Context: an optimization exercise on an open-source flow, tuned for small area. The choices shown serve that exercise and are no tape-out recipe. Function was checked by simulation only, so behaviour that the tests miss may differ from the original. Power is estimated from default activity; no workload was simulated.

===== flow/run.sh =====
#!/bin/bash
# 1. the standard synthesis, unchanged.
# 2. Its combinational logic re-mapped by ABC with an area-oriented script; the
#    registers (cells, instance names) are left exactly as the standard synthesis made them.
# 3. the standard layout of that netlist, with the smallest buffer cell on the
#    ports and a clock tree without dummy balancing loads.
set -euo pipefail
HERE=$(pwd)
RES=$HERE/orfs/results/$FLOW_PLATFORM/tnef_record_deframer_core/base
LIB=$FLOW_HOME/platforms/$FLOW_PLATFORM/lib/sky130_fd_sc_hd__tt_025C_1v80.lib
YOSYS=${YOSYS_EXE:-$(command -v yosys || echo "$FLOW_HOME/../tools/install/yosys/bin/yosys")}
KNOBS=(
  BUFFER_PORTS_ARGS="-buffer_cell sky130_fd_sc_hd__buf_1"
  CTS_ARGS="-sink_clustering_enable -repair_clock_nets -dont_use_dummy_load -sink_clustering_size 10 -sink_clustering_max_diameter 30 -buf_list sky130_fd_sc_hd__clkbuf_4"
)

bash standard.sh "${KNOBS[@]}" synth > standard_synth.log 2>&1
cp "$RES/1_2_yosys.v" "$HERE/1_2_yosys_standard.v"

sed -e "s#@LIB@#$LIB#g" -e "s#@IN@#$HERE/1_2_yosys_standard.v#" -e "s#@OUT@#$HERE/1_2_yosys_remap.v#" \
    -e "s#@TOP@#$FLOW_TOP#g" -e "s#@ABC@#$HERE/flow/abc_area.script#" flow/remap.ys > "$HERE/remap_run.ys"
"$YOSYS" -l "$HERE/remap.log" -q "$HERE/remap_run.ys" > /dev/null 2>&1

cp "$HERE/1_2_yosys_remap.v" "$RES/1_2_yosys.v"
rm -f "$RES/1_synth.odb" "$RES/1_synth.sdc"
bash standard.sh "${KNOBS[@]}" finish > standard_flow.log 2>&1

===== flow/abc_area.script =====
&get -n
&st
&deepsyn -T 60
&dch -f
&nf -R 1000
&put
&get -n
&st
&deepsyn -T 60
&dch -f
&nf -R 1000
&put

===== flow/remap.ys =====
# Re-map the combinational logic of the standard synthesis netlist for area.
# The registers stay as they are: same cells, same instance names, same nets.
read_liberty -ignore_miss_func @LIB@
setattr -mod -set keep_hierarchy 1 sky130_fd_sc_hd__edfxtp_1 sky130_fd_sc_hd__dfxtp_1
read_verilog @IN@
hierarchy -top @TOP@
flatten
hierarchy -top @TOP@
blackbox sky130_fd_sc_hd__edfxtp_1 sky130_fd_sc_hd__dfxtp_1
rename -hide w:*.*
opt_clean -purge
abc -script @ABC@ -liberty @LIB@ -dont_use sky130_fd_sc_hd__lpflow_bleeder_1 -dont_use sky130_fd_sc_hd__lpflow_clkbufkapwr_1 -dont_use sky130_fd_sc_hd__lpflow_clkbufkapwr_16 -dont_use sky130_fd_sc_hd__lpflow_clkbufkapwr_2 -dont_use sky130_fd_sc_hd__lpflow_clkbufkapwr_4 -dont_use sky130_fd_sc_hd__lpflow_clkbufkapwr_8 -dont_use sky130_fd_sc_hd__lpflow_clkinvkapwr_1 -dont_use sky130_fd_sc_hd__lpflow_clkinvkapwr_16 -dont_use sky130_fd_sc_hd__lpflow_clkinvkapwr_2 -dont_use sky130_fd_sc_hd__lpflow_clkinvkapwr_4 -dont_use sky130_fd_sc_hd__lpflow_clkinvkapwr_8 -dont_use sky130_fd_sc_hd__lpflow_decapkapwr_12 -dont_use sky130_fd_sc_hd__lpflow_decapkapwr_3 -dont_use sky130_fd_sc_hd__lpflow_decapkapwr_4 -dont_use sky130_fd_sc_hd__lpflow_decapkapwr_6 -dont_use sky130_fd_sc_hd__lpflow_decapkapwr_8 -dont_use sky130_fd_sc_hd__lpflow_inputiso0n_1 -dont_use sky130_fd_sc_hd__lpflow_inputiso0p_1 -dont_use sky130_fd_sc_hd__lpflow_inputiso1n_1 -dont_use sky130_fd_sc_hd__lpflow_inputiso1p_1 -dont_use sky130_fd_sc_hd__lpflow_inputisolatch_1 -dont_use sky130_fd_sc_hd__lpflow_isobufsrc_1 -dont_use sky130_fd_sc_hd__lpflow_isobufsrc_16 -dont_use sky130_fd_sc_hd__lpflow_isobufsrc_2 -dont_use sky130_fd_sc_hd__lpflow_isobufsrc_4 -dont_use sky130_fd_sc_hd__lpflow_isobufsrc_8 -dont_use sky130_fd_sc_hd__lpflow_isobufsrckapwr_16 -dont_use sky130_fd_sc_hd__lpflow_lsbuf_lh_hl_isowell_tap_1 -dont_use sky130_fd_sc_hd__lpflow_lsbuf_lh_hl_isowell_tap_2 -dont_use sky130_fd_sc_hd__lpflow_lsbuf_lh_hl_isowell_tap_4 -dont_use sky130_fd_sc_hd__lpflow_lsbuf_lh_isowell_4 -dont_use sky130_fd_sc_hd__lpflow_lsbuf_lh_isowell_tap_1 -dont_use sky130_fd_sc_hd__lpflow_lsbuf_lh_isowell_tap_2 -dont_use sky130_fd_sc_hd__lpflow_lsbuf_lh_isowell_tap_4 -dont_use sky130_fd_sc_hd__probe_p_8 -dont_use sky130_fd_sc_hd__probec_p_8 
read_liberty -lib -overwrite @LIB@
splitnets
opt_clean -purge
hilomap -singleton -hicell sky130_fd_sc_hd__conb_1 HI -locell sky130_fd_sc_hd__conb_1 LO
insbuf -buf sky130_fd_sc_hd__buf_4 A X
stat -liberty @LIB@
check -assert
write_verilog -noattr -nohex -nodec @OUT@

===== standard.sh =====
#!/bin/bash
# synth_recipe.tcl (not shown) runs the flow's synth.tcl, then flattens the netlist and writes it again
# the make line also repeats each setting of config.mk as NAME=value (left out here)
make -C /OpenROAD-flow-scripts/flow DESIGN_CONFIG=/design/flow/config.mk WORK_HOME=/design/flow/orfs CLKGATE_MAP_FILE= SYNTH_SCRIPT=/design/flow/synth_recipe.tcl "${@:-finish}"

===== config.mk =====
export PLATFORM = sky130hd
export DESIGN_NAME = tnef_record_deframer_core
export DESIGN_NICKNAME = tnef_record_deframer_core
export VERILOG_FILES = /design/flow/design.v
export SDC_FILE = /design/flow/constraint.sdc
export NUM_CORES = 4
export LEC_CHECK = 0
export CAP_MARGIN = 0
export CORE_MARGIN = 2
export CORE_UTILIZATION = 78
export SLEW_MARGIN = 0

===== constraint.sdc =====
create_clock -name core_clock -period 5.0 [get_ports {clk}]
set_input_delay 1.0000 -clock core_clock [delete_from_list [all_inputs] [get_ports {clk}]]
set_output_delay 1.0000 -clock core_clock [all_outputs]
set_load 0.01 [all_outputs]

===== design.v =====
`default_nettype none
package tnef_pkg;
  localparam logic [31:0] SIGNATURE_WORD = 32'h223E_9F78;
endpackage
`default_nettype wire
`default_nettype none
module tnef_record_deframer_core (
  input  wire logic        clk,
  input  wire logic        rst_n,
  input  wire logic        push,
  output logic             full,
  input  wire logic [7:0]  in_stream_byte,
  input  wire logic        in_restart,
  output logic             empty,
  input  wire logic        pop,
  output logic [1:0]       out_event_kind,
  output logic [31:0]      out_attribute_type,
  output logic [7:0]       out_component,
  output logic [7:0]       out_payload_byte,
  output logic [31:0]      out_record_length,
  output logic             out_last_of_record
);
  localparam logic [2:0] PH_SIG  = 3'd0;
  localparam logic [2:0] PH_KEY  = 3'd1;
  localparam logic [2:0] PH_COMP = 3'd2;
  localparam logic [2:0] PH_TYPE = 3'd3;
  localparam logic [2:0] PH_LEN  = 3'd4;
  localparam logic [2:0] PH_DATA = 3'd5;
  localparam logic [2:0] PH_CSUM = 3'd6;
  localparam logic [2:0] PH_HALT = 3'd7;
  logic [2:0]  phase_r, phase_nxt;
  logic [1:0]  cnt_r, cnt_nxt;
  logic        bad_r, bad_nxt;       
  logic [31:0] left_r;
  logic [15:0] sum_r;
  logic [1:0]  cur_tag_r, wtag;
  logic        cur_used_r;
  logic        take;
  logic [2:0]  eff_phase;
  logic [1:0]  eff_cnt;
  logic [7:0]  b;
  logic [7:0]  sig_byte;
  logic        ev_gen;
  logic [1:0]  ev_kind;
  logic        ev_last;
  assign b         = in_stream_byte;
  assign take      = push & ~full;
  assign eff_phase = in_restart ? PH_SIG : phase_r;
  assign eff_cnt   = in_restart ? 2'd0   : cnt_r;
  always_comb begin
    case (eff_cnt)
      2'd0:    sig_byte = 8'h78;
      2'd1:    sig_byte = 8'h9F;
      2'd2:    sig_byte = 8'h3E;
      default: sig_byte = 8'h22;
    endcase
  end
  always_comb begin
    phase_nxt = eff_phase;
    cnt_nxt   = eff_cnt + 2'd1;
    bad_nxt   = bad_r;
    ev_gen    = 1'b0;
    ev_kind   = 2'd0;
    ev_last   = 1'b0;
    case (eff_phase)
      PH_SIG: begin
        bad_nxt = ((eff_cnt != 2'd0) & bad_r) | (b != sig_byte);
        if (eff_cnt == 2'd3) begin
          if (bad_nxt) begin
            phase_nxt = PH_HALT;
            ev_gen    = 1'b1;
            ev_kind   = 2'd3;
          end else begin
            phase_nxt = PH_KEY;
          end
        end
      end
      PH_KEY: begin
        if (eff_cnt == 2'd1) begin
          cnt_nxt   = 2'd0;
          phase_nxt = PH_COMP;
        end
      end
      PH_COMP: begin
        cnt_nxt   = 2'd0;
        phase_nxt = PH_TYPE;
      end
      PH_TYPE: begin
        if (eff_cnt == 2'd3) phase_nxt = PH_LEN;
      end
      PH_LEN: begin
        if (eff_cnt == 2'd3)
          phase_nxt = ((left_r[31:8] == 24'd0) && (b == 8'd0)) ? PH_COMP : PH_DATA;
      end
      PH_DATA: begin
        cnt_nxt = 2'd0;
        ev_gen  = 1'b1;
        ev_last = (left_r == 32'd1);
        if (ev_last) phase_nxt = PH_CSUM;
      end
      PH_CSUM: begin
        bad_nxt = (b != sum_r[7:0]);
        if (eff_cnt == 2'd1) begin
          ev_gen = 1'b1;
          if (!bad_r && (b == sum_r[15:8])) begin
            phase_nxt = PH_COMP;
            ev_kind   = 2'd1;
          end else begin
            phase_nxt = PH_HALT;
            ev_kind   = 2'd2;
          end
        end
      end
      default: begin
        cnt_nxt = cnt_r;
      end
    endcase
  end
  assign wtag = cur_tag_r + {1'b0, cur_used_r};
  always_ff @(posedge clk) begin
    if (!rst_n) begin
      phase_r    <= PH_SIG;
      cnt_r      <= 2'd0;
      cur_used_r <= 1'b0;
      cur_tag_r  <= 2'd0;
    end else if (take) begin
      phase_r <= phase_nxt;
      cnt_r   <= cnt_nxt;
      if (eff_phase == PH_COMP) begin
        cur_tag_r  <= wtag;
        cur_used_r <= 1'b0;
      end else if (eff_phase == PH_DATA) begin
        cur_used_r <= 1'b1;
      end
    end
  end
  always_ff @(posedge clk) begin
    if (take) begin
      bad_r <= bad_nxt;
      if (eff_phase == PH_DATA) begin
        sum_r <= sum_r + {8'd0, b};
      end else if (eff_phase != PH_CSUM) begin
        sum_r <= 16'd0;
      end
    end
  end
  logic [31:0] left_shift;
  logic [31:0] low_zero;
  assign left_shift = {b, left_r[31:8]};
  always_comb begin
    low_zero[0] = 1'b1;
    for (int i = 1; i < 32; i++) low_zero[i] = low_zero[i-1] & ~left_r[i-1];
  end
  always_ff @(posedge clk) begin
    for (int i = 0; i < 32; i++) begin
      if (take && ((eff_phase != PH_DATA) || low_zero[i]))
        left_r[i] <= (eff_phase == PH_DATA) ? ~left_r[i] : left_shift[i];
    end
  end
  logic [71:0] hdr_r [4];
  logic        hdr_byte;
  assign hdr_byte = (eff_phase != PH_DATA) && (eff_phase != PH_CSUM) && (eff_phase != PH_HALT);
  always_ff @(posedge clk) begin
    for (int s = 0; s < 4; s++) begin
      if (take && hdr_byte && (wtag == 2'(s)))
        hdr_r[s] <= {b, hdr_r[s][71:8]};
    end
  end
  logic        wr_en, rd_en;
  logic [1:0]  wr_ptr, rd_ptr_r;
  logic [2:0]  count_r;
  logic        edata_r [4];    
  logic        elast_r [4];
  logic [7:0]  epay_r  [4];
  logic        eadv_r  [4];    
  logic [1:0]  head_tag_r;     
  logic [1:0]  head_tag;
  assign wr_en = take & ev_gen;
  assign wr_ptr = rd_ptr_r + count_r[1:0];
  assign rd_en = pop & ~empty;
  assign full  = count_r[2];
  assign empty = (count_r == 3'd0);
  always_ff @(posedge clk) begin
    if (wr_en) begin
      edata_r[wr_ptr] <= (eff_phase == PH_DATA);
      elast_r[wr_ptr] <= ev_last;
      epay_r[wr_ptr]  <= (eff_phase == PH_DATA) ? b : {6'd0, ev_kind};
      eadv_r[wr_ptr]  <= (eff_phase == PH_DATA) & ~cur_used_r;
    end
  end
  always_ff @(posedge clk) begin
    if (!rst_n) begin
      rd_ptr_r   <= 2'd0;
      head_tag_r <= 2'd3;
      count_r  <= 3'd0;
    end else begin
      if (rd_en) begin
        rd_ptr_r   <= rd_ptr_r + 2'd1;
        head_tag_r <= head_tag;
      end
      if (wr_en && !rd_en) count_r <= count_r + 3'd1;
      else if (rd_en && !wr_en) count_r <= count_r - 3'd1;
    end
  end
  logic [3:0] hsel;
  logic       head_data;
  logic [7:0] head_pay;
  assign head_tag  = head_tag_r + {1'b0, eadv_r[rd_ptr_r]};
  assign head_data = edata_r[rd_ptr_r];
  assign head_pay  = epay_r[rd_ptr_r];
  assign out_event_kind     = head_data ? 2'd0 : head_pay[1:0];
  assign out_last_of_record = elast_r[rd_ptr_r];
  assign out_payload_byte   = {head_pay[7:2], head_pay[1:0] & {2{head_data}}};
  always_comb begin
    for (int s = 0; s < 4; s++)
      hsel[s] = (head_tag == 2'(s)) && (out_event_kind != 2'd3);
    out_component      = '0;
    out_attribute_type = '0;
    out_record_length  = '0;
    for (int s = 0; s < 4; s++) begin
      out_component      = out_component      | ({8{hsel[s]}}  & hdr_r[s][7:0]);
      out_attribute_type = out_attribute_type | ({32{hsel[s]}} & hdr_r[s][39:8]);
      out_record_length  = out_record_length  | ({32{hsel[s]}} & hdr_r[s][71:40]);
    end
  end
endmodule
`default_nettype wire

==> flow_summary_export.csv, run 1 <==
group,metric,value,unit
status,outcome,"finished clean",
cells_and_area,final_util,87.8,%
pwr,vdd_ir_drop_max,0.277,mV
placement,place_congestion,0.897,
clocking,cts_hold_buf,0,
placement,io_buffers,97,
logic_synthesis,synthesis.nets,1004,
worst_setup_path,start_kind,"flop",
drt,vias_per_cell,6.63,
worst_setup_path,end_kind,"primary output",
drt,wl,30200,microns
grt,grt_use_total,29.8,%
timing,post-route-min-period,4730,ps
floorplanning,fp.dieW,143,microns
grt,grt_pass1_vias,9575,
cells_and_area,multi_input_area,0.00335,sq mm
hold_path,hp-class,"reg2reg",
floorplanning,fp.dieH,143,microns
worst_setup_path,path_max_fanout,30,
timing,finalSetupTns,0,ps
clocking,cts.clk_slew.worst_paths,100,ps
drt,remaining_drc_errors,0,
clocking,cts_tree,"yes",
floorplanning,start_util,80.2,%
cells_and_area,finish.net_count,1184,
clocking,cts_buffers,53,
grt,grt_max_degree,109,
clocking,worstSkewPairLatency,690,ps
timing,slew_headroom,38.3,%
grt,grt_pass1_wl,46600,microns
floorplanning,fp.coreArea,0.0188,sq mm
job,maxCapViolations,0,
logic_synthesis,ys_warn_count,2,
grt,antenna_found_initial,1,
timing,setup_violations,0,
cells_and_area,syn_to_final_growth,9.48,%
floorplanning,row_count,50,
cells_and_area,design_area,0.0165,sq mm
placement,dp_cells,1376,
timing,finalCritPeriodShare,94.5,%
logic_synthesis,synth_area,0.0151,sq mm
clocking,cts.sinks,398,
clocking,clock_tree.root_cell,"clkbuf_4",
cells_and_area,instances_no_fill,1430,
floorplanning,ioPinCount,98,
clocking,postCtsResizedCells,1,
worst_setup_path,path_class,"reg2out",
cells_and_area,nFillCells,820,
cells_and_area,drive_gt1_share,7.78,%
pwr,power,5.74,mW
timing,slew_violations,0,
timing,max_freq,0.212,GHz
clocking,htreeDepth,2,
timing,tightest_slew,925,ps
drt,drt_first_pass_iters,9,
drt,via_count,9486,
logic_synthesis,syn_inst,991,
worst_setup_path,required,4000,ps
pwr,leakage,5.64,nW
drt,wl_per_cell,21.1,microns
timing,hold_viol,0,
grt,grt.overflow.total,0,
placement,dp_hpwl,18200,microns
drt,ant_nets,0,
placement,place_area,0.0161,sq mm
cells_and_area,ff_latch_area,0.0118,sq mm
floorplanning,dieArea,0.0205,sq mm
drt,drtIter0Drc,1157,
clocking,postCtsSetupBuffers,0,
clocking,ctsLongestPathBuffers,3,
logic_synthesis,synth_area_per_cell,15.2,sq um
timing,finClkSkew,53.8,ps
pwr,power_density,347,mW/mm^2
timing,rsz0062_at_grt,"no",
worst_setup_path,arrival,3730,ps
-- cell type report --
class	instances	share of cell area, %
antenna	1	0.0151
clock buffer	53	2.41
inverter	15	0.348
multi-input combinational	578	20.2
sequential	398	71.2
tap	260	1.97
timing repair buffer	125	3.78
-- stage by stage --
stage | hold WS (ps) | worst slack [ps]
finish | 419 | 273
global route | 437 | 81.4
CTS | 420 | 192
detailed placement | 433 | 397
global placement | 426 | 568
floorplan | 425 | -1030
-- power by group --
group	internal [mW]	total, mW	switching (mW)
combinational	0.184	0.551	0.368
sequential	3.72	3.78	0.0608
clock	0.485	1.41	0.925
total	4.39	5.74	1.35
-- metal layers --
| layer | GRT usage [%] | vias to the layer above | wire, microns |
|---|---|---|---|
| li1 | - | 4308 | - |
| met1 | 36.9 | 4495 | 10800 |
| met2 | 51.0 | 576 | 15200 |
| met3 | 4.73 | 107 | 2840 |
| met4 | 15.9 | 0 | 1260 |
| met5 | 0 | - | 0 |
-- critical path: stages, from the launching register on --
cell and delay, ps:
dfxtp_1 380, nor2b_1 400, buf_4 240, a222oi_1 100
a21boi_0 190, or3_1 450, and3_4 300, buf_4 230
a222oi_1 450, nand2_1 140, buf_1 150
-- cell usage in the layout, fill, tap and decap left out, drive strengths merged, types with 15 or more instances in the layout --
cell type,count
nand2,190
xnor2,15
dfxtp,17
a21oi,62
a21boi,17
clkbuf,53
edfxtp,381
buf,125
nor2,79
clkinv,15
a222oi,83
o21ai,23
-- registers in the layout, indices dropped and copies added (netlist names), 4 cells and up, named ones only --
register / flops
hdr_r: 288
epay_r: 32
left_r: 32
sum_r: 16
eadv_r: 4
edata_r: 4
elast_r: 4
-- path summary, 6_finish.rpt --
path | from | end | slack [ps] | cells past startpoint
worst max-delay path | flop | out_attribute_type[1] | 270 | 10
worst min-delay path | hdr_r[0][36] | hdr_r[0][28] | 420 | 0
worst max register to register | sum_r[1] | sum_r[15] | 1020 | 18
worst min register to register | hdr_r[0][36] | hdr_r[0][28] | 420 | 0
==> run 2, diff against run 1 <==
--- a/flow/run.sh
+++ b/flow/run.sh
@@ -11,7 +11,7 @@
 YOSYS=${YOSYS_EXE:-$(command -v yosys || echo "$FLOW_HOME/../tools/install/yosys/bin/yosys")}
 KNOBS=(
   BUFFER_PORTS_ARGS="-buffer_cell sky130_fd_sc_hd__buf_1"
-  CTS_ARGS="-sink_clustering_enable -repair_clock_nets -dont_use_dummy_load -sink_clustering_size 10 -sink_clustering_max_diameter 30 -buf_list sky130_fd_sc_hd__clkbuf_4"
+  CTS_ARGS="-sink_clustering_enable -repair_clock_nets -dont_use_dummy_load -sink_clustering_size 11 -sink_clustering_max_diameter 32 -buf_list sky130_fd_sc_hd__clkbuf_4"
 )
 
 bash standard.sh "${KNOBS[@]}" synth > standard_synth.log 2>&1
==> run 2 against run 1 <==
Net effect:
- synthesized area did not move
- maximum frequency fell by 0.45%
- die area did not move
- combinational power rose by 0.9%
- largest power group unchanged
==> flow_summary_export.csv, run 2 <==
group,metric,value,unit
timing,finalCritPeriodShare,95.0,%
timing,hold_ws,434,ps
clocking,cts_tree,"yes",
worst_setup_path,start_kind,"flop",
drt,drt_first_pass_iters,8,
clocking,worstSkewPairLatency,680,ps
cells_and_area,largestRegisters,"hdr_r: 288 flops, epay_r: 32 flops, left_r: 32 flops",
grt,antenna_found_initial,1,
clocking,ctsLongestPathBuffers,3,
placement,io_buffers,97,
drt,wl,31000,microns
floorplanning,start_util,80.2,%
timing,hold_viol,0,
cells_and_area,finish.net_count,1180,
worst_setup_path,timing.critical_path.slowest_cell_delay,580,ps
job,maxCapViolations,0,
logic_synthesis,synth_area,0.0151,sq mm
clocking,postCtsSetupBuffers,0,
floorplanning,fp.dieH,143,microns
timing,rsz0062_at_grt,"no",
worst_setup_path,crit_family,"simple AND/OR/NAND/NOR gates",
worst_setup_path,crit_buf_inv,2,
drt,via_count,9530,
status,outcome,"finished clean",
drt,ant_nets,0,
clocking,clock_tree.root_cell,"clkbuf_4",
timing,post-route-min-period,4750,ps
pwr,power_density,345,mW/mm^2
floorplanning,dieArea,0.0205,sq mm
clocking,postCtsResizedCells,1,
floorplanning,fp.dieW,143,microns
cells_and_area,final_common_cell,"edfxtp_1",
timing,finClkSkew,49.9,ps
cells_and_area,final_util,87.7,%
cells_and_area,drive_gt1_share,7.47,%
worst_setup_path,arrival,3750,ps
cells_and_area,largest_reg_flops,288,
clocking,cts.sinks,398,
drt,wl_per_cell,21.8,microns
grt,grt_pass1_vias,9531,
clocking,cts_buffers,49,
cells_and_area,final_cell_mix,"edfxtp_1 (381), nand2_1 (190), buf_1 (97)",
cells_and_area,design_area,0.0165,sq mm
grt,grt.overflow.total,0,
worst_setup_path,path_cells,"and2_0 -> a222oi_1 -> a21boi_0 -> or3_1 -> nand2_1 -> nor2_4 -> buf_12 -> a222oi_1 -> nand2_1 -> buf_1",
floorplanning,fp.coreArea,0.0188,sq mm
worst_setup_path,path_class,"reg2out",
grt,grt_use_total,30.7,%
hold_path,hp-class,"reg2reg",
drt,vias_per_cell,6.68,
drt,remaining_drc_errors,0,
placement,place_congestion,0.897,
pwr,leakage,5.62,nW
worst_setup_path,end_kind,"primary output",
timing,setup_violations,0,
cells_and_area,nFillCells,812,
logic_synthesis,ys_warn_count,2,
cells_and_area,largest_register,"hdr_r",
cells_and_area,instances_no_fill,1426,
grt,grt_max_degree,109,
pwr,vdd_ir_drop_max,0.299,mV
clocking,cts_hold_buf,0,
worst_setup_path,required,4000,ps
floorplanning,ioPinCount,98,
clocking,cts.clk_slew.worst_paths,120,ps
worst_setup_path,cp_slowest_cell,"and2_0",
worst_setup_path,path_max_fanout,72,
floorplanning,row_count,50,
clocking,htreeDepth,2,
logic_synthesis,synth_area_per_cell,15.2,sq um
grt,grt_pass1_wl,47700,microns
placement,dp_cells,1376,
logic_synthesis,syn_inst,991,
timing,tightest_slew,920,ps
cells_and_area,syn_to_final_growth,9.28,%
logic_synthesis,synthesis.nets,1004,
timing,max_freq,0.211,GHz
placement,place_area,0.0161,sq mm
timing,finalSetupTns,0,ps
timing,slew_violations,0,
placement,dp_hpwl,18200,microns
drt,drtIter0Drc,1167,
timing,slew_headroom,38.7,%
-- run 2: area by class of cell --
| class | instances | area, sq um | share of cell area (%) |
|---|---|---|---|
| Timing Repair Buffer | 125 | 624 | 3.78 |
| Tap cell | 260 | 325 | 1.97 |
| Antenna cell | 1 | 2.50 | 0.0152 |
| Multi-Input combinational cell | 578 | 3350 | 20.3 |
| Sequential cell | 398 | 11800 | 71.4 |
| Clock buffer | 49 | 368 | 2.23 |
| Inverter | 15 | 57.6 | 0.349 |
-- run 2: worst paths after layout --
kind                            slack, ps               endpoint  cells after the start    startpoint
worst min-delay path                  430           hdr_r[2][28]                      0  hdr_r[2][36]
worst max-delay path                  250  out_record_length[22]                     10          flop
worst max register to register       1020              sum_r[15]                     18      sum_r[1]
worst min register to register        430           hdr_r[2][28]                      0  hdr_r[2][36]
-- run 2: where the power goes --
part           leakage [nW]  switching (mW)  internal [mW]
Combinational          1.70           0.372          0.184
Sequential             3.70          0.0630           3.72
Clock                 0.225           0.914          0.450
-- run 2: through the flow --
step                      total power [mW]  worst slack, ps
after global routing                  5.89             78.2
final                                 5.70              252
after global placement                4.37              568
after CTS                             5.72              172
after floorplan                       4.17            -1030
after detailed placement              4.40              397
-- run 2: routing by layer --
layer	routed length [microns]	part of all wire (%)	track usage, %
met1	10900	35	38.4
met2	15900	51	52.6
met3	2980	9.6	5.47
met4	1260	4.1	14.9
met5	0	0	0

-- afterwards: timing with drivers on the ports --
The results above use ideal ports. As a check the final layouts listed here were re-extracted and re-timed, cells and wires unchanged. Step 1 (the two cells are an assumption about what drives the block):
set clk [get_ports {clk}]
set_driving_cell -lib_cell sky130_fd_sc_hd__clkbuf_16 $clk
set_driving_cell -lib_cell sky130_fd_sc_hd__buf_2 [delete_from_list [all_inputs] $clk]
Step 2, shift: input delay + t, output delay - t, t = (earliest + latest rising clock arrival at the registers) / 2. This alone moves slack from input paths to output paths. Slacks: no drivers / after step 1 / after step 2; pairs: no drivers / after step 1.
run | t (ns) | setup slack, ns | worst hold slack (ns) | slew at the worst register clock pin (ns)
run 1 | 0.711 | 0.273 / 0.229 / 0.348 | 0.419 / 0.419 / 0.419 | 0.11 / 0.11
run 2 | 0.703 | 0.252 / 0.206 / 0.351 | 0.434 / 0.434 / 0.434 | 0.12 / 0.12
After both steps every run listed still meets setup and hold.
